What follows belongs to an exercise in optimizing a design on an open flow for a short achievable clock period and few clock cycles; a production flow would make more cautious choices. The RTL was checked by simulation tests, not by an equivalence proof against the original design. Power figures rest on the tool's default switching activity, not on a simulated workload.

==> flow/design.v <==
`timescale 1ns/10ps
package rvCorePkg;
	localparam int xlen = 32;
	localparam int regAddrBits = 5;
	typedef logic [xlen-1:0] word_t;
	typedef logic [regAddrBits-1:0] regAddr_t;
	localparam word_t nopWord = 32'h0000_0013;
	localparam logic [6:0] opOp     = 7'b0110011;
	localparam logic [6:0] opOpImm  = 7'b0010011;
	localparam logic [6:0] opLoad   = 7'b0000011;
	localparam logic [6:0] opStore  = 7'b0100011;
	localparam logic [6:0] opBranch = 7'b1100011;
	localparam logic [6:0] opJal    = 7'b1101111;
	localparam logic [6:0] opLui    = 7'b0110111;
	typedef enum logic [3:0] {
		aluAdd,
		aluSub,
		aluAnd,
		aluOr,
		aluXor,
		aluSlt,
		aluSll,
		aluSrl,
		aluSra,
		aluPassB
	} aluOp_e;
	typedef struct packed {
		logic [6:0] funct7;
		regAddr_t   rs2;
		regAddr_t   rs1;
		logic [2:0] funct3;
		regAddr_t   rd;
		logic [6:0] opcode;
	} rType_t;
	typedef struct packed {
		logic [11:0] imm;
		regAddr_t    rs1;
		logic [2:0]  funct3;
		regAddr_t    rd;
		logic [6:0]  opcode;
	} iType_t;
	typedef struct packed {
		logic [6:0] immHi;
		regAddr_t   rs2;
		regAddr_t   rs1;
		logic [2:0] funct3;
		logic [4:0] immLo;
		logic [6:0] opcode;
	} sType_t;
	typedef struct packed {
		logic       imm12;
		logic [5:0] imm10_5;
		regAddr_t   rs2;
		regAddr_t   rs1;
		logic [2:0] funct3;
		logic [3:0] imm4_1;
		logic       imm11;
		logic [6:0] opcode;
	} bType_t;
	typedef struct packed {
		logic       imm20;
		logic [9:0] imm10_1;
		logic       imm11;
		logic [7:0] imm19_12;
		regAddr_t   rd;
		logic [6:0] opcode;
	} jType_t;
	typedef union packed {
		rType_t rType;
		iType_t iType;
		sType_t sType;
		bType_t bType;
		jType_t jType;
	} instr_u;
	typedef struct packed {
		word_t    pc;
		regAddr_t rs1;
		regAddr_t rs2;
		regAddr_t rd;
		word_t    rs1Val;
		word_t    rs2Val;
		word_t    imm;
		aluOp_e   aluOp;
		logic     aluSrcImm;
		logic     aluSrcPc;
		logic     memRead;
		logic     memWrite;
		logic     regWrite;
		logic     memToReg;
	} decodedOp_t;
	typedef struct packed {
		logic     regWrite;
		logic     memRead;
		regAddr_t rd;
	} stageDest_t;
	typedef struct packed {
		logic     enable;
		regAddr_t addr;
		word_t    data;
	} regWrite_t;
endpackage
`timescale 1ns/10ps
module instrFetch (
	input  logic             clk,
	input  logic             reset,
	input  logic             stall,
	input  logic             redirect,
	input  rvCorePkg::word_t target,
	input  rvCorePkg::word_t instrData,
	output rvCorePkg::word_t pc,
	output rvCorePkg::word_t fetchPc,
	output rvCorePkg::word_t fetchInstr
);
	always_ff @(posedge clk) begin
		if (reset) begin
			pc <= '0;
		end else if (redirect) begin
			pc <= target;
		end else if (!stall) begin
			pc <= pc + 32'd4;
		end
	end
	always_ff @(posedge clk) begin
		if (reset) begin
			fetchPc    <= '0;
			fetchInstr <= rvCorePkg::nopWord;
		end else if (redirect) begin
			fetchPc    <= pc;
			fetchInstr <= rvCorePkg::nopWord;
		end else if (!stall) begin
			fetchPc    <= pc;
			fetchInstr <= instrData;
		end
	end
endmodule
`timescale 1ns/10ps
module instrDecode (
	input  rvCorePkg::word_t      fetchPc,
	input  rvCorePkg::word_t      fetchInstr,
	input  rvCorePkg::word_t      rd1,
	input  rvCorePkg::word_t      rd2,
	input  rvCorePkg::stageDest_t execDest,
	input  rvCorePkg::stageDest_t memDest,
	output rvCorePkg::regAddr_t   rs1,
	output rvCorePkg::regAddr_t   rs2,
	output rvCorePkg::decodedOp_t decoded,
	output logic                  stall,
	output logic                  redirect,
	output rvCorePkg::word_t      target
);
	rvCorePkg::instr_u instr;
	rvCorePkg::word_t  immI;
	rvCorePkg::word_t  immS;
	rvCorePkg::word_t  immB;
	rvCorePkg::word_t  immJ;
	rvCorePkg::word_t  immU;
	logic   isBranch;
	logic   isJal;
	logic   usesRs1;
	logic   usesRs2;
	logic   branchTaken;
	logic   loadUse;
	logic   branchHazard;
	function automatic rvCorePkg::aluOp_e aluFromFunct(logic [2:0] funct3, logic alt, logic allowSub);
		rvCorePkg::aluOp_e op;
		case (funct3)
			3'b000:  op = (alt && allowSub) ? rvCorePkg::aluSub : rvCorePkg::aluAdd;
			3'b001:  op = rvCorePkg::aluSll;
			3'b010:  op = rvCorePkg::aluSlt;
			3'b100:  op = rvCorePkg::aluXor;
			3'b101:  op = alt ? rvCorePkg::aluSra : rvCorePkg::aluSrl;
			3'b110:  op = rvCorePkg::aluOr;
			3'b111:  op = rvCorePkg::aluAnd;
			default: op = rvCorePkg::aluAdd;
		endcase
		aluFromFunct = op;
	endfunction
	function automatic logic writesReg(rvCorePkg::stageDest_t dest, rvCorePkg::regAddr_t r);
		writesReg = dest.regWrite && dest.rd != '0 && dest.rd == r;
	endfunction
	assign instr = fetchInstr;
	assign rs1   = instr.rType.rs1;
	assign rs2   = instr.rType.rs2;
	assign immI = {{(rvCorePkg::xlen-12){instr.iType.imm[11]}}, instr.iType.imm};
	assign immS = {{(rvCorePkg::xlen-12){instr.sType.immHi[6]}}, instr.sType.immHi, instr.sType.immLo};
	assign immB = {{(rvCorePkg::xlen-12){instr.bType.imm12}}, instr.bType.imm11,
		instr.bType.imm10_5, instr.bType.imm4_1, 1'b0};
	assign immJ = {{(rvCorePkg::xlen-20){instr.jType.imm20}}, instr.jType.imm19_12,
		instr.jType.imm11, instr.jType.imm10_1, 1'b0};
	assign immU = {instr.jType.imm20, instr.jType.imm10_1, instr.jType.imm11,
		instr.jType.imm19_12, 12'b0};
	always_comb begin
		decoded        = '0;
		decoded.pc     = fetchPc;
		decoded.rd     = instr.rType.rd;
		decoded.rs1Val = rd1;
		decoded.rs2Val = rd2;
		decoded.aluOp  = rvCorePkg::aluAdd;
		isBranch = 1'b0;
		isJal    = 1'b0;
		usesRs1  = 1'b0;
		usesRs2  = 1'b0;
		case (instr.rType.opcode)
			rvCorePkg::opOp: begin
				decoded.aluOp    = aluFromFunct(instr.rType.funct3, instr.rType.funct7[5], 1'b1);
				decoded.regWrite = 1'b1;
				usesRs1 = 1'b1;
				usesRs2 = 1'b1;
			end
			rvCorePkg::opOpImm: begin
				decoded.aluOp     = aluFromFunct(instr.iType.funct3, instr.rType.funct7[5], 1'b0);
				decoded.imm       = immI;
				decoded.aluSrcImm = 1'b1;
				decoded.regWrite  = 1'b1;
				usesRs1 = 1'b1;
			end
			rvCorePkg::opLoad: begin
				decoded.imm       = immI;
				decoded.aluSrcImm = 1'b1;
				decoded.memRead   = 1'b1;
				decoded.regWrite  = 1'b1;
				decoded.memToReg  = 1'b1;
				usesRs1 = 1'b1;
			end
			rvCorePkg::opStore: begin
				decoded.imm       = immS;
				decoded.aluSrcImm = 1'b1;
				decoded.memWrite  = 1'b1;
				usesRs1 = 1'b1;
				usesRs2 = 1'b1;
			end
			rvCorePkg::opLui: begin
				decoded.aluOp     = rvCorePkg::aluPassB;
				decoded.imm       = immU;
				decoded.aluSrcImm = 1'b1;
				decoded.regWrite  = 1'b1;
			end
			rvCorePkg::opJal: begin
				decoded.imm       = 32'd4;
				decoded.aluSrcImm = 1'b1;
				decoded.aluSrcPc  = 1'b1;
				decoded.regWrite  = 1'b1;
				isJal = 1'b1;
			end
			rvCorePkg::opBranch: begin
				isBranch = 1'b1;
				usesRs1  = 1'b1;
				usesRs2  = 1'b1;
			end
			default: begin
			end
		endcase
		decoded.rs1 = usesRs1 ? rs1 : '0;
		decoded.rs2 = usesRs2 ? rs2 : '0;
	end
	assign branchTaken = isBranch &&
		((instr.bType.funct3 == 3'b000 && rd1 == rd2) ||
		 (instr.bType.funct3 == 3'b001 && rd1 != rd2));
	assign loadUse = execDest.memRead &&
		((usesRs1 && writesReg(execDest, rs1)) || (usesRs2 && writesReg(execDest, rs2)));
	assign branchHazard = isBranch &&
		(writesReg(execDest, rs1) || writesReg(execDest, rs2) ||
		 writesReg(memDest, rs1) || writesReg(memDest, rs2));
	assign stall    = loadUse || branchHazard;
	assign redirect = (isJal || branchTaken) && !stall;
	assign target   = fetchPc + (isJal ? immJ : immB);
endmodule
`timescale 1ns/10ps
module regFile (
	input  logic                 clk,
	input  logic                 reset,
	input  rvCorePkg::regAddr_t  rs1,
	input  rvCorePkg::regAddr_t  rs2,
	input  rvCorePkg::regWrite_t write,
	output rvCorePkg::word_t     rd1,
	output rvCorePkg::word_t     rd2
);
	rvCorePkg::word_t regs [1:31];
	always_ff @(posedge clk) begin
		if (reset) begin
			for (int i = 1; i < 32; i++) begin
				regs[i] <= '0;
			end
		end else if (write.enable && write.addr != '0) begin
			regs[write.addr] <= write.data;
		end
	end
	assign rd1 = (rs1 == '0) ? '0 :
		(write.enable && write.addr == rs1) ? write.data : regs[rs1];
	assign rd2 = (rs2 == '0) ? '0 :
		(write.enable && write.addr == rs2) ? write.data : regs[rs2];
endmodule
`timescale 1ns/10ps
module decodeExecReg (
	input  logic                  clk,
	input  logic                  reset,
	input  logic                  stall,
	input  rvCorePkg::decodedOp_t decoded,
	output rvCorePkg::decodedOp_t execOp,
	output rvCorePkg::stageDest_t execDest
);
	always_ff @(posedge clk) begin
		execOp <= decoded;
		if (reset || stall) begin
			execOp.regWrite <= 1'b0;
			execOp.memRead  <= 1'b0;
			execOp.memWrite <= 1'b0;
			execOp.memToReg <= 1'b0;
		end
	end
	assign execDest.regWrite = execOp.regWrite;
	assign execDest.memRead  = execOp.memRead;
	assign execDest.rd       = execOp.rd;
endmodule
`timescale 1ns/10ps
module executeUnit (
	input  logic                  clk,
	input  logic                  reset,
	input  rvCorePkg::decodedOp_t execOp,
	input  rvCorePkg::word_t      memData,
	output rvCorePkg::stageDest_t memDest,
	output rvCorePkg::regWrite_t  write,
	output logic                  memRead,
	output logic                  memWrite,
	output rvCorePkg::word_t      rwAddress,
	output rvCorePkg::word_t      writeData
);
	typedef struct packed {
		logic     regWrite;
		logic     memRead;
		logic     memWrite;
		logic     memToReg;
		rvCorePkg::regAddr_t rd;
		rvCorePkg::word_t    aluOut;
		rvCorePkg::word_t    storeData;
	} memStage_t;
	typedef struct packed {
		logic     regWrite;
		logic     memToReg;
		rvCorePkg::regAddr_t rd;
		rvCorePkg::word_t    aluOut;
		rvCorePkg::word_t    loadData;
	} wbStage_t;
	memStage_t memStage;
	wbStage_t  wbStage;
	rvCorePkg::word_t     opA;
	rvCorePkg::word_t     opB;
	rvCorePkg::word_t     srcA;
	rvCorePkg::word_t     srcB;
	rvCorePkg::word_t     aluOut;
	rvCorePkg::word_t     wbData;
	function automatic rvCorePkg::word_t forwardValue(rvCorePkg::regAddr_t rs, rvCorePkg::word_t regVal, memStage_t m,
		rvCorePkg::regWrite_t w);
		rvCorePkg::word_t value;
		if (rs != '0 && m.regWrite && m.rd == rs) begin
			value = m.aluOut;
		end else if (rs != '0 && w.enable && w.addr == rs) begin
			value = w.data;
		end else begin
			value = regVal;
		end
		forwardValue = value;
	endfunction
	assign opA  = forwardValue(execOp.rs1, execOp.rs1Val, memStage, write);
	assign opB  = forwardValue(execOp.rs2, execOp.rs2Val, memStage, write);
	assign srcA = execOp.aluSrcPc ? execOp.pc : opA;
	assign srcB = execOp.aluSrcImm ? execOp.imm : opB;
	always_comb begin
		case (execOp.aluOp)
			rvCorePkg::aluAdd:   aluOut = srcA + srcB;
			rvCorePkg::aluSub:   aluOut = srcA - srcB;
			rvCorePkg::aluAnd:   aluOut = srcA & srcB;
			rvCorePkg::aluOr:    aluOut = srcA | srcB;
			rvCorePkg::aluXor:   aluOut = srcA ^ srcB;
			rvCorePkg::aluSlt:   aluOut = {{(rvCorePkg::xlen-1){1'b0}}, $signed(srcA) < $signed(srcB)};
			rvCorePkg::aluSll:   aluOut = srcA << srcB[4:0];
			rvCorePkg::aluSrl:   aluOut = srcA >> srcB[4:0];
			rvCorePkg::aluSra:   aluOut = $signed(srcA) >>> srcB[4:0];
			rvCorePkg::aluPassB: aluOut = srcB;
			default:  aluOut = srcA + srcB;
		endcase
	end
	always_ff @(posedge clk) begin
		memStage.rd        <= execOp.rd;
		memStage.aluOut    <= aluOut;
		memStage.storeData <= opB;
		wbStage.rd         <= memStage.rd;
		wbStage.aluOut     <= memStage.aluOut;
		wbStage.loadData   <= memData;
		if (reset) begin
			memStage.regWrite <= 1'b0;
			memStage.memRead  <= 1'b0;
			memStage.memWrite <= 1'b0;
			memStage.memToReg <= 1'b0;
			wbStage.regWrite  <= 1'b0;
			wbStage.memToReg  <= 1'b0;
		end else begin
			memStage.regWrite <= execOp.regWrite;
			memStage.memRead  <= execOp.memRead;
			memStage.memWrite <= execOp.memWrite;
			memStage.memToReg <= execOp.memToReg;
			wbStage.regWrite  <= memStage.regWrite;
			wbStage.memToReg  <= memStage.memToReg;
		end
	end
	assign memRead   = memStage.memRead;
	assign memWrite  = memStage.memWrite;
	assign rwAddress = memStage.aluOut;
	assign writeData = memStage.storeData;
	assign memDest.regWrite = memStage.regWrite;
	assign memDest.memRead  = memStage.memRead;
	assign memDest.rd       = memStage.rd;
	assign wbData       = wbStage.memToReg ? wbStage.loadData : wbStage.aluOut;
	assign write.enable = wbStage.regWrite;
	assign write.addr   = wbStage.rd;
	assign write.data   = wbData;
endmodule
`timescale 1ns/10ps
module rvCore (
	input  logic             clk,
	input  logic             reset,
	input  rvCorePkg::word_t instrData,
	input  rvCorePkg::word_t memData,
	output rvCorePkg::word_t pc,
	output logic             memRead,
	output logic             memWrite,
	output rvCorePkg::word_t rwAddress,
	output rvCorePkg::word_t writeData
);
	rvCorePkg::word_t      fetchPc;
	rvCorePkg::word_t      fetchInstr;
	rvCorePkg::word_t      target;
	rvCorePkg::word_t      rd1;
	rvCorePkg::word_t      rd2;
	rvCorePkg::regAddr_t   rs1;
	rvCorePkg::regAddr_t   rs2;
	rvCorePkg::decodedOp_t decoded;
	rvCorePkg::decodedOp_t execOp;
	rvCorePkg::stageDest_t execDest;
	rvCorePkg::stageDest_t memDest;
	rvCorePkg::regWrite_t  wbWrite;
	logic       stall;
	logic       redirect;
	instrFetch fetchStage (
		.clk        (clk),
		.reset      (reset),
		.stall      (stall),
		.redirect   (redirect),
		.target     (target),
		.instrData  (instrData),
		.pc         (pc),
		.fetchPc    (fetchPc),
		.fetchInstr (fetchInstr)
	);
	instrDecode decodeStage (
		.fetchPc    (fetchPc),
		.fetchInstr (fetchInstr),
		.rd1        (rd1),
		.rd2        (rd2),
		.execDest   (execDest),
		.memDest    (memDest),
		.rs1        (rs1),
		.rs2        (rs2),
		.decoded    (decoded),
		.stall      (stall),
		.redirect   (redirect),
		.target     (target)
	);
	regFile registers (
		.clk   (clk),
		.reset (reset),
		.rs1   (rs1),
		.rs2   (rs2),
		.write (wbWrite),
		.rd1   (rd1),
		.rd2   (rd2)
	);
	decodeExecReg decodeExec (
		.clk      (clk),
		.reset    (reset),
		.stall    (stall),
		.decoded  (decoded),
		.execOp   (execOp),
		.execDest (execDest)
	);
	executeUnit backEnd (
		.clk       (clk),
		.reset     (reset),
		.execOp    (execOp),
		.memData   (memData),
		.memDest   (memDest),
		.write     (wbWrite),
		.memRead   (memRead),
		.memWrite  (memWrite),
		.rwAddress (rwAddress),
		.writeData (writeData)
	);
endmodule
==> flow/run.sh <==
#!/bin/bash
# synth_recipe.tcl (not shown) runs the flow's synth.tcl, then flattens the netlist and writes it again
# the make line also repeats each setting of config.mk as NAME=value (left out here)
make -C /OpenROAD-flow-scripts/flow DESIGN_CONFIG=/design/flow/config.mk WORK_HOME=/design/flow/orfs CLKGATE_MAP_FILE= SYNTH_SCRIPT=/design/flow/synth_recipe.tcl finish
==> flow/config.mk <==
export PLATFORM = sky130hd
export DESIGN_NAME = rvCore
export DESIGN_NICKNAME = rvCore
export VERILOG_FILES = /design/flow/design.v
export SDC_FILE = /design/flow/constraint.sdc
export NUM_CORES = 4
export LEC_CHECK = 0
export CAP_MARGIN = 20
export CORE_MARGIN = 2
export CORE_UTILIZATION = 40
export SLEW_MARGIN = 20
==> flow/constraint.sdc <==
create_clock -name core_clock -period 8.0 [get_ports {clk}]
set_input_delay 1.6000 -clock core_clock [delete_from_list [all_inputs] [get_ports {clk}]]
set_output_delay 1.6000 -clock core_clock [all_outputs]
set_load 0.01 [all_outputs]
==> summary.txt <==
Global route
  • Antenna violations before repair: 24
  • Global routing met1 resource utilization: 42.2%
  • Busiest metal layer after global routing: met2
  • GR Util All Layers: 31.9%
  • Vias in the first global route: 59300
  • GR met3 Demand/Resource: 8.12%
  • Met2 usage: 47.5%
  • Wire length of the first global-routing pass: around 450000 um
  • Final global-route overflow total: 0
  • Largest net degree at the start of global routing: 92

Timing
  • Post-layout minimum cycle time: 7.12 ns
  • Fin Hold WS: 0.370 ns
  • Unrepaired setup endpoints after global routing: no
  • Setup Viol. Count Final: 0
  • Setup TNS Final: 0 ns
  • Worst max-slew margin expressed relative to the limit: 18.5%
  • Final hold violations: 0
  • Worst-margin pin slew: 1.22 ns
  • Timing-limited maximum frequency: between 100 and 150 MHz
  • Portion of the clock cycle consumed by the worst path in the final layout: between 80% and 90%
  • Fin. max-slew vios: 0
  • Slack of the critical path: 0.876 ns
  • Setup Skew: 0.0432 ns

Final layout
  • Share of final-layout standard cells stronger than drive strength 1: 17.1%
  • Area growth syn-to-layout: 13.3%
  • Final design instance area without fill: 87700 sq um
  • Most common cell after layout, fill and taps aside: sky130_fd_sc_hd__nor2_1
  • Highest-count cells in the layout ignoring fill and taps: sky130_fd_sc_hd__nor2_1 (1241), sky130_fd_sc_hd__edfxtp_1 (1024), sky130_fd_sc_hd__mux4_2 (469)
  • Number of nets in the final layout: around 7000
  • Number of fill cells in the layout: 17400

Hold path
  • Beginning of the worst hold path: fetchStage.fetchPc[3]
  • Worst hold path type: reg2reg
  • Depth of the worst hold-timing path: 0

CTS
  • Clock-pin slew on the worst setup and hold paths: 0.06 ns
  • # resized after CTS: 0
  • Cell at the root of the clock tree: sky130_fd_sc_hd__clkbuf_16
  • TritonCTS Buffers: 157
  • Clock Latency Late Sink: ~0.85 ns
  • # H-tree levels: 4
  • Sinks on the clock net: 1425
  • Setup Fix Bufs, Post-CTS: 0
  • Clock tree from TritonCTS: done
  • Number of buffers added to fix hold violations after cts: 0
  • Maximum clock insertion buffer count: 3

Placed design
  • Half-perimeter wire length of the detailed placement result: 213000 um
  • Count of buffers from port buffering: around 160
  • Placement-stage cell area: 82400 sq um
  • Placer congestion estimate: 0.977
  • Placement Setup Slack: 1.14 ns

Die
  • Count of pins on the block boundary: about 160
  • Core outline area: 192000 sq um
  • Overall die height: 444 um
  • Die area: 197000 sq um
  • DIE WIDTH: 444 um
  • Row count: around 160
  • Initial Utilization: 40.2%

Power
  • Standby leakage power: 32.6 nW
  • PnR Total Power: 22.2 mW
  • Total power divided by cell area: 254 nW/um^2
  • Peak ir drop on the vdd network: 196 uV

Detailed routing
  • Routed via count divided by cell count: about 6.5
  • Routed WL: 321000 um
  • Starting DRT DRC Count: 9825
  • Routed len/inst: around 34 um
  • Number of detailed-route iterations in the first pass: 6
  • Count of vias placed by the detailed router: 61400
  • Post-route DRC violation count: 0
  • Post-DRT Antenna Nets: 0

Status
  • Status: complete, no violations

Synthesis
  • Dominant register cell in the synthesized netlist: sky130_fd_sc_hd__edfxtp_1
  • Area share of the largest cell type after synthesis: 39.7%
  • Average cell area after synthesis: between 10 and 15 sq um
  • Synth Warn #: 5
  • Area of the mapped netlist: 77400 sq um
  • Number of storage elements in the synthesis netlist: between 1000 and 1500
  • Share of the yosys chip area belonging to registers: 50.1%
  • Yosys cell types: 85
  • Cells after synthesis: 6775
  • Post-synthesis async set-or-reset flop share: 0%
  • Cell type contributing the most total cell area after synthesis: sky130_fd_sc_hd__edfxtp_1
  • Top post-synthesis cells by area: sky130_fd_sc_hd__edfxtp_1 (40%), sky130_fd_sc_hd__mux4_2 (14%), sky130_fd_sc_hd__dfxtp_1 (10%)
  • Number of enable-type register cells in the synthesized netlist: a little over 1000

Setup path
  • Crit path capture type: register
  • Startpoint type of the worst setup path: register
  • R2R cell count: 15
  • Register-to-register path setup slack: slightly below 0.9 ns
  • Capturing instance or port of the critical path: fetchStage.fetchInstr[24]
  • Data arrival time at the worst-slack endpoint: 7.77 ns
  • Setup Crit Path Kind: reg2reg
  • End of the worst register-to-register path: fetchStage.fetchInstr[24]
  • Data required time of the critical path: 8.65 ns
  • Top fanout value on the critical path: 37

Flow run
  • Count of maximum capacitance violations: 0
==> kinds of logic after synthesis <==
family	Yosys count	share of synthesized area, %
fa+ha+maj	131	2.15
buf+inv	771	4.33
other cells	1	0.00485
mux	919	19.5
simple gates	2196	12.0
flops	1425	50.1
xor+xnor	113	1.28
compound gates	1219	10.6
==> per-layer routing <==
layer	share of wire, %	wire length (um)	up-vias
li1	-	-	25200
met1	38	120000	31000
met2	44	141000	4323
met3	12	38300	868
met4	6.6	21000	22
met5	0.040	127	-
==> through the flow <==
step                      utilization (%)  cells
after floorplan                         -   6806
after global placement               42.8   9144
after detailed placement             42.9   9145
after CTS                            45.5   9436
after global routing                 45.6   9440
final                                45.6   9444
==> synth_stat cells, types with 20 or more instances <==
library cell	count
sky130_fd_sc_hd__buf_1	29
sky130_fd_sc_hd__edfxtp_1	1024
sky130_fd_sc_hd__o221ai_1	24
sky130_fd_sc_hd__o22ai_1	66
sky130_fd_sc_hd__nand2b_1	54
sky130_fd_sc_hd__a211oi_1	86
sky130_fd_sc_hd__a21o_1	66
sky130_fd_sc_hd__and2_1	49
sky130_fd_sc_hd__a21oi_1	283
sky130_fd_sc_hd__ha_1	128
sky130_fd_sc_hd__dfxtp_1	401
sky130_fd_sc_hd__mux2_2	36
sky130_fd_sc_hd__and3_1	41
sky130_fd_sc_hd__nand2_1	473
sky130_fd_sc_hd__buf_6	32
sky130_fd_sc_hd__nand4_1	20
sky130_fd_sc_hd__buf_2	99
sky130_fd_sc_hd__xor2_1	46
sky130_fd_sc_hd__xnor2_1	67
sky130_fd_sc_hd__mux2i_1	413
sky130_fd_sc_hd__nor2b_1	35
sky130_fd_sc_hd__o21ai_0	217
sky130_fd_sc_hd__inv_1	152
sky130_fd_sc_hd__a22oi_1	88
sky130_fd_sc_hd__a221o_1	30
sky130_fd_sc_hd__nor2_1	1244
sky130_fd_sc_hd__a221oi_1	77
sky130_fd_sc_hd__nor3_1	71
sky130_fd_sc_hd__clkbuf_1	432
sky130_fd_sc_hd__nand3_1	123
sky130_fd_sc_hd__a31oi_1	50
sky130_fd_sc_hd__o211ai_1	48
sky130_fd_sc_hd__mux4_2	469
sky130_fd_sc_hd__or3_1	21
==> sequential cells by signal, summed over array words and instances (netlist names), named ones only <==
signal,count
decodeExec.execOp,152
backEnd.memStage,72
fetchStage.fetchInstr,32
fetchStage.pc,32
registers.regs,1024
fetchStage.fetchPc,32
backEnd.wbStage,71
==> worst min path at each step <==
stage | end | slack [ns]
after floorplan | backEnd.wbStage[64] | 0.33
after global placement | decodeExec.execOp[124] | 0.37
after detailed placement | decodeExec.execOp[124] | 0.37
after CTS | decodeExec.execOp[124] | 0.37
after global routing | decodeExec.execOp[124] | 0.38
final | decodeExec.execOp[124] | 0.37
==> area by class of cell <==
type | instances | area [sq um] | share of cell area [%]
sequential | 1425 | 38800 | 44.3
tap | 2526 | 3160 | 3.61
timing repair buffer | 425 | 3770 | 4.30
antenna | 8 | 20.0 | 0.0228
clock buffer | 206 | 4220 | 4.82
multi-input combinational | 4610 | 36100 | 41.2
clock inverter | 85 | 950 | 1.08
inverter | 159 | 598 | 0.682
==> power by group <==
| group | internal [mW] | leakage, nW | switching (mW) |
|---|---|---|---|
| Sequential | 8.43 | 13.9 | 0.648 |
| Clock | 4.16 | 2.51 | 3.26 |
| Combinational | 1.83 | 16.2 | 3.89 |
| Total | 14.4 | 32.6 | 7.80 |
==> worst max-delay path, stage by stage (launching register included) <==
cell and delay (ns):
sky130_fd_sc_hd__dfxtp_4 1.01, sky130_fd_sc_hd__buf_4 0.61, sky130_fd_sc_hd__mux4_2 0.59, sky130_fd_sc_hd__o221ai_1 0.23
sky130_fd_sc_hd__a31oi_1 0.08, sky130_fd_sc_hd__a211oi_1 0.79, sky130_fd_sc_hd__a211oi_1 0.21, sky130_fd_sc_hd__xnor2_1 0.42
sky130_fd_sc_hd__nand4_1 0.33, sky130_fd_sc_hd__nor4_1 0.29, sky130_fd_sc_hd__nand4_1 0.41, sky130_fd_sc_hd__mux2i_4 0.43
sky130_fd_sc_hd__nor2_8 0.44, sky130_fd_sc_hd__buf_12 0.26, sky130_fd_sc_hd__nand3_1 0.13, sky130_fd_sc_hd__a21oi_1 0.61
Testbench counts, summed over its fixed seeds: cycles 48,626.

## separate check: timing with driven ports
In the flow no input, the clock included, has a driving cell. The finished layout below was timed again as built, in two steps. Step 1 (the two cells are an assumption about what drives the block):
set clk [get_ports {clk}]
set_driving_cell -lib_cell sky130_fd_sc_hd__clkbuf_16 $clk
set_driving_cell -lib_cell sky130_fd_sc_hd__buf_2 [delete_from_list [all_inputs] $clk]
Step 2 adds t to the input delays and takes it off the output delays; t is the mean of the earliest and latest rising clock arrival at the registers after step 1. Input paths then give back, and output paths get back, about the clock's delay inside the block. Three values: ideal, step 1, step 2; two values: the first two.
shift t [ns]: 0.913
setup slack, ns: 0.876 / 0.876 / 0.876
worst hold slack (ns): 0.370 / 0.370 / 0.370
worst setup path after step 2: register to register
After both steps this run still meets setup and hold. For this run, drivers alone change the setup slack by 0.000 ns; drivers and shift together by 0.000 ns.
